What follows belongs to an exercise in optimizing a design on an open flow for small area; a production flow would make more cautious choices. Function was checked by simulation only, so behaviour that the tests miss may differ from the original.

==> build 65 <==
Design nodeReturnPath, start of the top module:
module nodeReturnPath #(
	parameter int TickScale = 20,
	parameter int FifoDepth = 16
) (
	input logic EXTCLK,
	input logic reset,
	input logic msgrResetReq,
	input logic contextResetReq,
	input logic intReq,
	input logic intAck,
	input logic intEnable,
	input logic coreEmpty,
	input logic msgBreakpoint,
	input logic streamWrite,
	input logic [nodeReturnPkg::WordWidth-1:0] streamWord,
	input logic netWrite,
	input logic [nodeReturnPkg::WordWidth-1:0] netWord,
	input logic localReady,
	input logic [nodeReturnPkg::WordWidth-1:0] localWord,
	output logic localRead,
	output logic coreReady,
	output logic [nodeReturnPkg::WordWidth-1:0] coreWord,
	output logic tick,
	output logic coreStop,
	output logic msgIntReq
);
	logic sysReset;
	logic streamEmpty;
	logic streamRead;
	logic [nodeReturnPkg::WordWidth-1:0] streamHead;
	logic netEmpty;
	logic netRead;
	logic [nodeReturnPkg::WordWidth-1:0] netHead;
	nodeControl #(
		.TickScale(TickScale)
	) u_control (
		.EXTCLK(EXTCLK),
		.reset(reset),
		.msgrResetReq(msgrResetReq),
		.contextResetReq(contextResetReq),
		.intReq(intReq),
		.intAck(intAck),
		.intEnable(intEnable),
		.coreEmpty(coreEmpty),
		.msgBreakpoint(msgBreakpoint),
		.sysReset(sysReset),
		.tick(tick),
		.coreStop(coreStop),
		.msgIntReq(msgIntReq)
	);
	returnFifo #(
		.FifoDepth(FifoDepth)
	) u_streamFifo (
		.EXTCLK(EXTCLK),
		.sysReset(sysReset),
		.write(streamWrite),
		.writeWord(streamWord),
		.read(streamRead),
		.empty(streamEmpty),
		.head(streamHead)
	);
	returnFifo #(
		.FifoDepth(FifoDepth)
	) u_netFifo (
		.EXTCLK(EXTCLK),
		.sysReset(sysReset),
		.write(netWrite),
		.writeWord(netWord),
		.read(netRead),
		.empty(netEmpty),
		.head(netHead)
	);
	returnArbiter u_arbiter (
  ...
==> module returnFifo, before the edit <==
module returnFifo #(
	parameter int FifoDepth = 16
) (
	input logic EXTCLK,
	input logic sysReset,
	input logic write,
	input logic [nodeReturnPkg::WordWidth-1:0] writeWord,
	input logic read,
	output logic empty,
	output logic [nodeReturnPkg::WordWidth-1:0] head
);
	localparam int AddrWidth = (FifoDepth > 1) ? $clog2(FifoDepth) : 1;
	localparam logic [AddrWidth:0] FullCount = (AddrWidth + 1)'(FifoDepth);
	logic [nodeReturnPkg::WordWidth-1:0] storage [FifoDepth];
	logic [AddrWidth-1:0] wrPtr;
	logic [AddrWidth-1:0] rdPtr;
	logic [AddrWidth:0] fillCount;
	logic full;
	logic wrEn;
	logic rdEn;
	assign full = (fillCount == FullCount);
	assign empty = (fillCount == '0);
	assign wrEn = write & ~full;
	assign rdEn = read & ~empty;
	assign head = storage[rdPtr];
	always_ff @(posedge EXTCLK)
	begin
		if (wrEn)
		begin
			storage[wrPtr] <= writeWord;
		end
	end
	always_ff @(posedge EXTCLK)
	begin
		if (sysReset)
		begin
			wrPtr <= '0;
			rdPtr <= '0;
			fillCount <= '0;
		end
		else
		begin
			if (wrEn)
			begin
				wrPtr <= wrPtr + 1'b1;
			end
			if (rdEn)
			begin
				rdPtr <= rdPtr + 1'b1;
			end
			case ({wrEn, rdEn})
				2'b10: fillCount <= fillCount + 1'b1;
				2'b01: fillCount <= fillCount - 1'b1;
				default: fillCount <= fillCount;
			endcase
		end
	end
endmodule
==> module returnArbiter, before the edit <==
module returnArbiter (
	input logic EXTCLK,
	input logic sysReset,
	input logic netEmpty,
	input logic [nodeReturnPkg::WordWidth-1:0] netHead,
	output logic netRead,
	input logic streamEmpty,
	input logic [nodeReturnPkg::WordWidth-1:0] streamHead,
	output logic streamRead,
	input logic localReady,
	input logic [nodeReturnPkg::WordWidth-1:0] localWord,
	output logic localRead,
	output logic coreReady,
	output logic [nodeReturnPkg::WordWidth-1:0] coreWord
);
	nodeReturnPkg::returnSource_e grant;
	nodeReturnPkg::returnSource_e grantReg;
	logic [nodeReturnPkg::WordWidth-1:0] selectedWord;
	always_comb
	begin
		if (!netEmpty)
		begin
			grant = nodeReturnPkg::srcNet;
		end
		else if (!streamEmpty)
		begin
			grant = nodeReturnPkg::srcStream;
		end
		else if (localReady)
		begin
			grant = nodeReturnPkg::srcLocal;
		end
		else
		begin
			grant = nodeReturnPkg::srcNone;
		end
	end
	assign netRead = (grant == nodeReturnPkg::srcNet);
	assign streamRead = (grant == nodeReturnPkg::srcStream);
	assign localRead = (grant == nodeReturnPkg::srcLocal);
	always_comb
	begin
		case (grant)
			nodeReturnPkg::srcNet: selectedWord = netHead;
			nodeReturnPkg::srcStream: selectedWord = streamHead;
			default: selectedWord = localWord;
		endcase
	end
	always_ff @(posedge EXTCLK)
	begin
		if (sysReset)
		begin
			grantReg <= nodeReturnPkg::srcNone;
		end
		else
		begin
			grantReg <= grant;
		end
	end
	always_ff @(posedge EXTCLK)
	begin
		if (grant != nodeReturnPkg::srcNone)
		begin
			coreWord <= selectedWord;
		end
	end
	assign coreReady = (grantReg != nodeReturnPkg::srcNone);
endmodule
==> module nodeReturnPath, before the edit <==
module nodeReturnPath #(
	parameter int TickScale = 20,
	parameter int FifoDepth = 16
) (
	input logic EXTCLK,
	input logic reset,
	input logic msgrResetReq,
	input logic contextResetReq,
	input logic intReq,
	input logic intAck,
	input logic intEnable,
	input logic coreEmpty,
	input logic msgBreakpoint,
	input logic streamWrite,
	input logic [nodeReturnPkg::WordWidth-1:0] streamWord,
	input logic netWrite,
	input logic [nodeReturnPkg::WordWidth-1:0] netWord,
	input logic localReady,
	input logic [nodeReturnPkg::WordWidth-1:0] localWord,
	output logic localRead,
	output logic coreReady,
	output logic [nodeReturnPkg::WordWidth-1:0] coreWord,
	output logic tick,
	output logic coreStop,
	output logic msgIntReq
);
	logic sysReset;
	logic streamEmpty;
	logic streamRead;
	logic [nodeReturnPkg::WordWidth-1:0] streamHead;
	logic netEmpty;
	logic netRead;
	logic [nodeReturnPkg::WordWidth-1:0] netHead;
	nodeControl #(
		.TickScale(TickScale)
	) u_control (
		.EXTCLK(EXTCLK),
		.reset(reset),
		.msgrResetReq(msgrResetReq),
		.contextResetReq(contextResetReq),
		.intReq(intReq),
		.intAck(intAck),
		.intEnable(intEnable),
		.coreEmpty(coreEmpty),
		.msgBreakpoint(msgBreakpoint),
		.sysReset(sysReset),
		.tick(tick),
		.coreStop(coreStop),
		.msgIntReq(msgIntReq)
	);
	returnFifo #(
		.FifoDepth(FifoDepth)
	) u_streamFifo (
		.EXTCLK(EXTCLK),
		.sysReset(sysReset),
		.write(streamWrite),
		.writeWord(streamWord),
		.read(streamRead),
		.empty(streamEmpty),
		.head(streamHead)
	);
	returnFifo #(
		.FifoDepth(FifoDepth)
	) u_netFifo (
		.EXTCLK(EXTCLK),
		.sysReset(sysReset),
		.write(netWrite),
		.writeWord(netWord),
		.read(netRead),
		.empty(netEmpty),
		.head(netHead)
	);
	returnArbiter u_arbiter (
		.EXTCLK(EXTCLK),
		.sysReset(sysReset),
		.netEmpty(netEmpty),
		.netHead(netHead),
		.netRead(netRead),
		.streamEmpty(streamEmpty),
		.streamHead(streamHead),
		.streamRead(streamRead),
		.localReady(localReady),
		.localWord(localWord),
		.localRead(localRead),
		.coreReady(coreReady),
		.coreWord(coreWord)
	);
endmodule
make LEC_CHECK=0 CAP_MARGIN=20 CORE_MARGIN=2 CORE_UTILIZATION=45 PLACE_DENSITY=0.6 SLEW_MARGIN=20 finish   # period 4.5 ns
run.sh (not shown) runs the stock make flow with config.mk's settings and CLKGATE_MAP_FILE= SYNTH_SCRIPT=/design/flow/synth_recipe.tcl, a recipe that flattens the netlist after the stock synthesis.
==> inputs of build 74, as changes to build 65 <==
--- a/flow/design.v
+++ b/flow/design.v
@@ -85,49 +85,47 @@
 	input logic read,
 	output logic empty,
-	output logic [nodeReturnPkg::WordWidth-1:0] head
-);
-	localparam int AddrWidth = (FifoDepth > 1) ? $clog2(FifoDepth) : 1;
-	localparam logic [AddrWidth:0] FullCount = (AddrWidth + 1)'(FifoDepth);
+	output logic [FifoDepth*nodeReturnPkg::WordWidth-1:0] slots,
+	output logic [FifoDepth-1:0] rdSel
+);
 	logic [nodeReturnPkg::WordWidth-1:0] storage [FifoDepth];
-	logic [AddrWidth-1:0] wrPtr;
-	logic [AddrWidth-1:0] rdPtr;
-	logic [AddrWidth:0] fillCount;
+	logic [FifoDepth:0] fill;
 	logic full;
 	logic wrEn;
 	logic rdEn;
-	assign full = (fillCount == FullCount);
-	assign empty = (fillCount == '0);
+	assign empty = fill[0];
+	assign full = fill[FifoDepth];
 	assign wrEn = write & ~full;
 	assign rdEn = read & ~empty;
-	assign head = storage[rdPtr];
+	assign rdSel = fill[FifoDepth:1] & {FifoDepth{rdEn}};
+	always_comb
+	begin
+		for (int i = 0; i < FifoDepth; i++)
+		begin
+			slots[i*nodeReturnPkg::WordWidth +: nodeReturnPkg::WordWidth] = storage[i];
+		end
+	end
 	always_ff @(posedge EXTCLK)
 	begin
 		if (wrEn)
 		begin
-			storage[wrPtr] <= writeWord;
-		end
-	end
-	always_ff @(posedge EXTCLK)
-	begin
-		if (sysReset)
-		begin
-			wrPtr <= '0;
-			rdPtr <= '0;
-			fillCount <= '0;
-		end
-		else
-		begin
-			if (wrEn)
+			storage[0] <= writeWord;
+			for (int i = 1; i < FifoDepth; i++)
 			begin
-				wrPtr <= wrPtr + 1'b1;
+				storage[i] <= storage[i-1];
 			end
-			if (rdEn)
-			begin
-				rdPtr <= rdPtr + 1'b1;
-			end
+		end
+	end
+	always_ff @(posedge EXTCLK)
+	begin
+		if (sysReset)
+		begin
+			fill <= (FifoDepth + 1)'(1);
+		end
+		else
+		begin
 			case ({wrEn, rdEn})
-				2'b10: fillCount <= fillCount + 1'b1;
-				2'b01: fillCount <= fillCount - 1'b1;
-				default: fillCount <= fillCount;
+				2'b10: fill <= {fill[FifoDepth-1:0], 1'b0};
+				2'b01: fill <= {1'b0, fill[FifoDepth:1]};
+				default: fill <= fill;
 			endcase
 		end
@@ -138,9 +136,9 @@
 	input logic EXTCLK,
 	input logic sysReset,
-	input logic netEmpty,
+	input logic netValid,
 	input logic [nodeReturnPkg::WordWidth-1:0] netHead,
-	output logic netRead,
 	input logic streamEmpty,
-	input logic [nodeReturnPkg::WordWidth-1:0] streamHead,
+	input logic [16*nodeReturnPkg::WordWidth-1:0] streamSlots,
+	input logic [15:0] streamSel,
 	output logic streamRead,
 	input logic localReady,
@@ -150,56 +148,47 @@
 	output logic [nodeReturnPkg::WordWidth-1:0] coreWord
 );
-	nodeReturnPkg::returnSource_e grant;
-	nodeReturnPkg::returnSource_e grantReg;
-	logic [nodeReturnPkg::WordWidth-1:0] selectedWord;
+	logic anyGrant;
+	logic localSel;
+	logic [17:0] termSel;
+	logic [nodeReturnPkg::WordWidth-1:0] termWord [18];
+	logic [nodeReturnPkg::WordWidth-1:0] groupWord [6];
+	logic [nodeReturnPkg::WordWidth-1:0] nextWord;
+	assign streamRead = ~netValid & ~streamEmpty;
+	assign localRead = ~netValid & streamEmpty & localReady;
+	assign localSel = ~netValid & streamEmpty;
+	assign anyGrant = netValid | ~streamEmpty | localReady;
+	assign termSel = {localSel, netValid, streamSel};
 	always_comb
 	begin
-		if (!netEmpty)
-		begin
-			grant = nodeReturnPkg::srcNet;
-		end
-		else if (!streamEmpty)
-		begin
-			grant = nodeReturnPkg::srcStream;
-		end
-		else if (localReady)
-		begin
-			grant = nodeReturnPkg::srcLocal;
-		end
-		else
-		begin
-			grant = nodeReturnPkg::srcNone;
-		end
-	end
-	assign netRead = (grant == nodeReturnPkg::srcNet);
-	assign streamRead = (grant == nodeReturnPkg::srcStream);
-	assign localRead = (grant == nodeReturnPkg::srcLocal);
-	always_comb
-	begin
-		case (grant)
-			nodeReturnPkg::srcNet: selectedWord = netHead;
-			nodeReturnPkg::srcStream: selectedWord = streamHead;
-			default: selectedWord = localWord;
-		endcase
-	end
-	always_ff @(posedge EXTCLK)
-	begin
-		if (sysReset)
-		begin
-			grantReg <= nodeReturnPkg::srcNone;
-		end
-		else
-		begin
-			grantReg <= grant;
-		end
-	end
-	always_ff @(posedge EXTCLK)
-	begin
-		if (grant != nodeReturnPkg::srcNone)
-		begin
-			coreWord <= selectedWord;
-		end
-	end
-	assign coreReady = (grantReg != nodeReturnPkg::srcNone);
+		for (int i = 0; i < 16; i++)
+		begin
+			termWord[i] = streamSlots[i*nodeReturnPkg::WordWidth +: nodeReturnPkg::WordWidth];
+		end
+		termWord[16] = netHead;
+		termWord[17] = localWord;
+		for (int g = 0; g < 6; g++)
+		begin
+			groupWord[g] = ({nodeReturnPkg::WordWidth{termSel[3*g]}} & termWord[3*g])
+				| ({nodeReturnPkg::WordWidth{termSel[3*g+1]}} & termWord[3*g+1])
+				| ({nodeReturnPkg::WordWidth{termSel[3*g+2]}} & termWord[3*g+2]);
+		end
+		nextWord = (groupWord[0] | groupWord[1] | groupWord[2])
+			| (groupWord[3] | groupWord[4] | groupWord[5]);
+	end
+	always_ff @(posedge EXTCLK)
+	begin
+		if (sysReset)
+		begin
+			coreReady <= 1'b0;
+		end
+		else
+		begin
+			coreReady <= anyGrant;
+		end
+	end
+	always_ff @(posedge EXTCLK)
+	begin
+		coreWord <= nextWord;
+	end
 endmodule
 `timescale 1ns/10ps
@@ -233,7 +222,7 @@
 	logic streamEmpty;
 	logic streamRead;
-	logic [nodeReturnPkg::WordWidth-1:0] streamHead;
-	logic netEmpty;
-	logic netRead;
+	logic [FifoDepth*nodeReturnPkg::WordWidth-1:0] streamSlots;
+	logic [FifoDepth-1:0] streamSel;
+	logic netValid;
 	logic [nodeReturnPkg::WordWidth-1:0] netHead;
 	nodeControl #(
@@ -263,25 +252,27 @@
 		.read(streamRead),
 		.empty(streamEmpty),
-		.head(streamHead)
+		.slots(streamSlots),
+		.rdSel(streamSel)
 	);
-	returnFifo #(
-		.FifoDepth(FifoDepth)
-	) u_netFifo (
-		.EXTCLK(EXTCLK),
-		.sysReset(sysReset),
-		.write(netWrite),
-		.writeWord(netWord),
-		.read(netRead),
-		.empty(netEmpty),
-		.head(netHead)
-	);
+	always_ff @(posedge EXTCLK)
+	begin
+		netHead <= netWord;
+		if (sysReset)
+		begin
+			netValid <= 1'b0;
+		end
+		else
+		begin
+			netValid <= netWrite;
+		end
+	end
 	returnArbiter u_arbiter (
 		.EXTCLK(EXTCLK),
 		.sysReset(sysReset),
-		.netEmpty(netEmpty),
+		.netValid(netValid),
 		.netHead(netHead),
-		.netRead(netRead),
 		.streamEmpty(streamEmpty),
-		.streamHead(streamHead),
+		.streamSlots(streamSlots),
+		.streamSel(streamSel),
 		.streamRead(streamRead),
 		.localReady(localReady),
==> flow/flow/run.sh (new file) <==
#!/bin/bash
# The standard layout with two changes:
#  - synthesis maps the logic with flow/area.abc, an area-first ABC script,
#    in place of ORFS's delay-first abc_speed.script (everything else in the
#    synthesis script, registers included, is the standard flow's own synth_recipe.tcl);
#  - port buffers are plain buf_1 cells in place of the delay buffers
#    buffer_ports picks by itself.
set -euo pipefail
work=$(pwd)
{
	head -n 1 synth_recipe.tcl
	echo 'proc abc {args} {'
	echo '	set i [lsearch -exact $args -script]'
	echo "	if {\$i >= 0} { lset args [expr {\$i + 1}] $work/flow/area.abc }"
	echo '	yosys abc {*}$args'
	echo '}'
	tail -n +2 synth_recipe.tcl
} > area_synth.tcl
bash standard.sh "SYNTH_SCRIPT=$work/area_synth.tcl" \
	"BUFFER_PORTS_ARGS=-buffer_cell sky130_fd_sc_hd__buf_1" finish > standard.log 2>&1
==> flow/flow/area.abc (new file) <==
&get -n
&st
&nf -R 1000 -p
&put
==> flow/standard.sh (new file) <==
#!/bin/bash
# synth_recipe.tcl (not shown) runs the flow's synth.tcl, then flattens the netlist and writes it again
# the make line also repeats each setting of config.mk as NAME=value (left out here)
make -C /OpenROAD-flow-scripts/flow DESIGN_CONFIG=/design/flow/config.mk WORK_HOME=/design/flow/orfs CLKGATE_MAP_FILE= SYNTH_SCRIPT=/design/flow/synth_recipe.tcl "${@:-finish}"
Settings changed: CORE_UTILIZATION 45 to 60, CTS_BUF_LIST from default to sky130_fd_sc_hd__clkbuf_16, CTS_CLUSTER_DIAMETER from default to 80, CTS_CLUSTER_SIZE from default to 30, PLACE_DENSITY 0.6 to 0.7.
removed: flow/run.sh
==> inputs of trial 70, as changes to build 65 <==
--- a/flow/design.v
+++ b/flow/design.v
@@ -85,25 +85,33 @@
 	input logic read,
 	output logic empty,
-	output logic [nodeReturnPkg::WordWidth-1:0] head
+	output logic [nodeReturnPkg::WordWidth-1:0] readWord
 );
 	localparam int AddrWidth = (FifoDepth > 1) ? $clog2(FifoDepth) : 1;
-	localparam logic [AddrWidth:0] FullCount = (AddrWidth + 1)'(FifoDepth);
 	logic [nodeReturnPkg::WordWidth-1:0] storage [FifoDepth];
-	logic [AddrWidth-1:0] wrPtr;
-	logic [AddrWidth-1:0] rdPtr;
-	logic [AddrWidth:0] fillCount;
+	logic [AddrWidth:0] wrPtr;
+	logic [AddrWidth:0] rdPtr;
 	logic full;
 	logic wrEn;
 	logic rdEn;
-	assign full = (fillCount == FullCount);
-	assign empty = (fillCount == '0);
+	assign empty = (wrPtr == rdPtr);
+	assign full = (wrPtr == {~rdPtr[AddrWidth], rdPtr[AddrWidth-1:0]});
 	assign wrEn = write & ~full;
 	assign rdEn = read & ~empty;
-	assign head = storage[rdPtr];
+	logic [FifoDepth-1:0] rdHot;
+	logic [FifoDepth-1:0] rdSel;
+	assign rdSel = rdHot & {FifoDepth{rdEn}};
+	always_comb
+	begin
+		readWord = '0;
+		for (int i = 0; i < FifoDepth; i++)
+		begin
+			readWord = readWord | ({nodeReturnPkg::WordWidth{rdSel[i]}} & storage[i]);
+		end
+	end
 	always_ff @(posedge EXTCLK)
 	begin
 		if (wrEn)
 		begin
-			storage[wrPtr] <= writeWord;
+			storage[wrPtr[AddrWidth-1:0]] <= writeWord;
 		end
 	end
@@ -114,5 +122,5 @@
 			wrPtr <= '0;
 			rdPtr <= '0;
-			fillCount <= '0;
+			rdHot <= FifoDepth'(1);
 		end
 		else
@@ -125,10 +133,6 @@
 			begin
 				rdPtr <= rdPtr + 1'b1;
+				rdHot <= {rdHot[FifoDepth-2:0], rdHot[FifoDepth-1]};
 			end
-			case ({wrEn, rdEn})
-				2'b10: fillCount <= fillCount + 1'b1;
-				2'b01: fillCount <= fillCount - 1'b1;
-				default: fillCount <= fillCount;
-			endcase
 		end
 	end
@@ -138,7 +142,6 @@
 	input logic EXTCLK,
 	input logic sysReset,
-	input logic netEmpty,
+	input logic netValid,
 	input logic [nodeReturnPkg::WordWidth-1:0] netHead,
-	output logic netRead,
 	input logic streamEmpty,
 	input logic [nodeReturnPkg::WordWidth-1:0] streamHead,
@@ -150,56 +153,27 @@
 	output logic [nodeReturnPkg::WordWidth-1:0] coreWord
 );
-	nodeReturnPkg::returnSource_e grant;
-	nodeReturnPkg::returnSource_e grantReg;
-	logic [nodeReturnPkg::WordWidth-1:0] selectedWord;
-	always_comb
-	begin
-		if (!netEmpty)
-		begin
-			grant = nodeReturnPkg::srcNet;
-		end
-		else if (!streamEmpty)
-		begin
-			grant = nodeReturnPkg::srcStream;
-		end
-		else if (localReady)
-		begin
-			grant = nodeReturnPkg::srcLocal;
-		end
-		else
-		begin
-			grant = nodeReturnPkg::srcNone;
-		end
-	end
-	assign netRead = (grant == nodeReturnPkg::srcNet);
-	assign streamRead = (grant == nodeReturnPkg::srcStream);
-	assign localRead = (grant == nodeReturnPkg::srcLocal);
-	always_comb
-	begin
-		case (grant)
-			nodeReturnPkg::srcNet: selectedWord = netHead;
-			nodeReturnPkg::srcStream: selectedWord = streamHead;
-			default: selectedWord = localWord;
-		endcase
-	end
-	always_ff @(posedge EXTCLK)
-	begin
-		if (sysReset)
-		begin
-			grantReg <= nodeReturnPkg::srcNone;
-		end
-		else
-		begin
-			grantReg <= grant;
-		end
-	end
-	always_ff @(posedge EXTCLK)
-	begin
-		if (grant != nodeReturnPkg::srcNone)
-		begin
-			coreWord <= selectedWord;
-		end
-	end
-	assign coreReady = (grantReg != nodeReturnPkg::srcNone);
+	logic anyGrant;
+	logic localSel;
+	assign streamRead = ~netValid & ~streamEmpty;
+	assign localRead = ~netValid & streamEmpty & localReady;
+	assign localSel = ~netValid & streamEmpty;
+	assign anyGrant = netValid | ~streamEmpty | localReady;
+	always_ff @(posedge EXTCLK)
+	begin
+		if (sysReset)
+		begin
+			coreReady <= 1'b0;
+		end
+		else
+		begin
+			coreReady <= anyGrant;
+		end
+	end
+	always_ff @(posedge EXTCLK)
+	begin
+		coreWord <= ({nodeReturnPkg::WordWidth{netValid}} & netHead)
+			| streamHead
+			| ({nodeReturnPkg::WordWidth{localSel}} & localWord);
+	end
 endmodule
 `timescale 1ns/10ps
@@ -234,6 +208,5 @@
 	logic streamRead;
 	logic [nodeReturnPkg::WordWidth-1:0] streamHead;
-	logic netEmpty;
-	logic netRead;
+	logic netValid;
 	logic [nodeReturnPkg::WordWidth-1:0] netHead;
 	nodeControl #(
@@ -263,23 +236,23 @@
 		.read(streamRead),
 		.empty(streamEmpty),
-		.head(streamHead)
+		.readWord(streamHead)
 	);
-	returnFifo #(
-		.FifoDepth(FifoDepth)
-	) u_netFifo (
-		.EXTCLK(EXTCLK),
-		.sysReset(sysReset),
-		.write(netWrite),
-		.writeWord(netWord),
-		.read(netRead),
-		.empty(netEmpty),
-		.head(netHead)
-	);
+	always_ff @(posedge EXTCLK)
+	begin
+		netHead <= netWord;
+		if (sysReset)
+		begin
+			netValid <= 1'b0;
+		end
+		else
+		begin
+			netValid <= netWrite;
+		end
+	end
 	returnArbiter u_arbiter (
 		.EXTCLK(EXTCLK),
 		.sysReset(sysReset),
-		.netEmpty(netEmpty),
+		.netValid(netValid),
 		.netHead(netHead),
-		.netRead(netRead),
 		.streamEmpty(streamEmpty),
 		.streamHead(streamHead),
==> flow/flow/run.sh (new file) <==
#!/bin/bash
# The standard layout, with plain buf_1 cells as the port buffers in place of
# the delay buffers buffer_ports picks by itself.
set -euo pipefail
bash standard.sh "BUFFER_PORTS_ARGS=-buffer_cell sky130_fd_sc_hd__buf_1" finish > standard.log 2>&1
==> flow/standard.sh (new file) <==
#!/bin/bash
# synth_recipe.tcl (not shown) runs the flow's synth.tcl, then flattens the netlist and writes it again
# the make line also repeats each setting of config.mk as NAME=value (left out here)
make -C /OpenROAD-flow-scripts/flow DESIGN_CONFIG=/design/flow/config.mk WORK_HOME=/design/flow/orfs CLKGATE_MAP_FILE= SYNTH_SCRIPT=/design/flow/synth_recipe.tcl "${@:-finish}"
Settings changed: CORE_UTILIZATION 45 to 60, CTS_BUF_LIST from default to sky130_fd_sc_hd__clkbuf_4 sky130_fd_sc_hd__clkbuf_8, PLACE_DENSITY 0.6 to 0.7.
removed: flow/run.sh
==> flow_summary.json <==
{
  "outcome": "finished clean",
  "critPathLaunch": "netValid",
  "p_comb_w": 0.000582,
  "mostFrequentLayoutCells": "1,200 x edfxtp_1, 450 x a222oi_1, 316 x buf_1",
  "netlist_area_um2": 45720,
  "r2r_cells": 7,
  "p_clk_w": 0.00595,
  "reg2reg_to": "u_arbiter.coreWord[18]"
}
# the run above: build 74

==> flow_summary.json <==
{
  "critPathLaunch": "u_streamFifo.wrPtr[2]",
  "r2r_cells": 6,
  "outcome": "failed layout checks",
  "mostFrequentLayoutCells": "1,200 x edfxtp_1, 317 x a22oi_1, 316 x buf_1",
  "so.violations": "antenna rules",
  "antenna_left": 1,
  "reg2reg_to": "u_streamFifo.storage[8][62]"
}
# the run above: trial 70

==> flow_summary.json <==
{
  "outcome": "finished clean",
  "r2r_cells": 5,
  "critPathLaunch": "u_streamFifo.fillCount[2]",
  "netlist_area_um2": 96980,
  "mostFrequentLayoutCells": "2,475 x edfxtp_1, 488 x mux2i_1, 388 x mux4_2",
  "p_clk_w": 0.0212,
  "p_comb_w": 0.00154
}
# the run above: build 65

static timing again, ports no longer ideal:
In the flow no input, the clock included, has a driving cell. The finished layouts below were timed again as built, in two steps.
Step 1: set_driving_cell puts a clkbuf_16 on EXTCLK and a buf_2 on each other input, an assumption about the parent block.
Step 2 moves the port delays by t, midway between the first and last clock arrival at a register: inputs arrive t later, outputs are due t later. That takes back most of the time a late clock gives input paths.
Slacks: no drivers / after step 1 / after step 2; pairs: no drivers / after step 1.
run | t (ns) | setup WS [ns] | worst hold slack (ns) | worst setup path after step 2 | latest minus earliest clock arrival (ns)
build 65 | 1.002 | 0.350 / 0.255 / 0.743 | 0.422 / 0.422 / 0.422 | input to register | 0.041 / 0.041
build 74 | 0.710 | 1.667 / 1.635 / 1.280 | 0.320 / 0.281 / 0.427 | input to register | 0.034 / 0.035
trial 70 | 0.909 | 0.562 / 0.494 / 1.201 | 0.123 / 0.084 / 0.418 | register to register | 0.050 / 0.050
The setup slack of build 74, which loses most, moves by -0.032 ns with the drivers and by -0.387 ns with both steps.
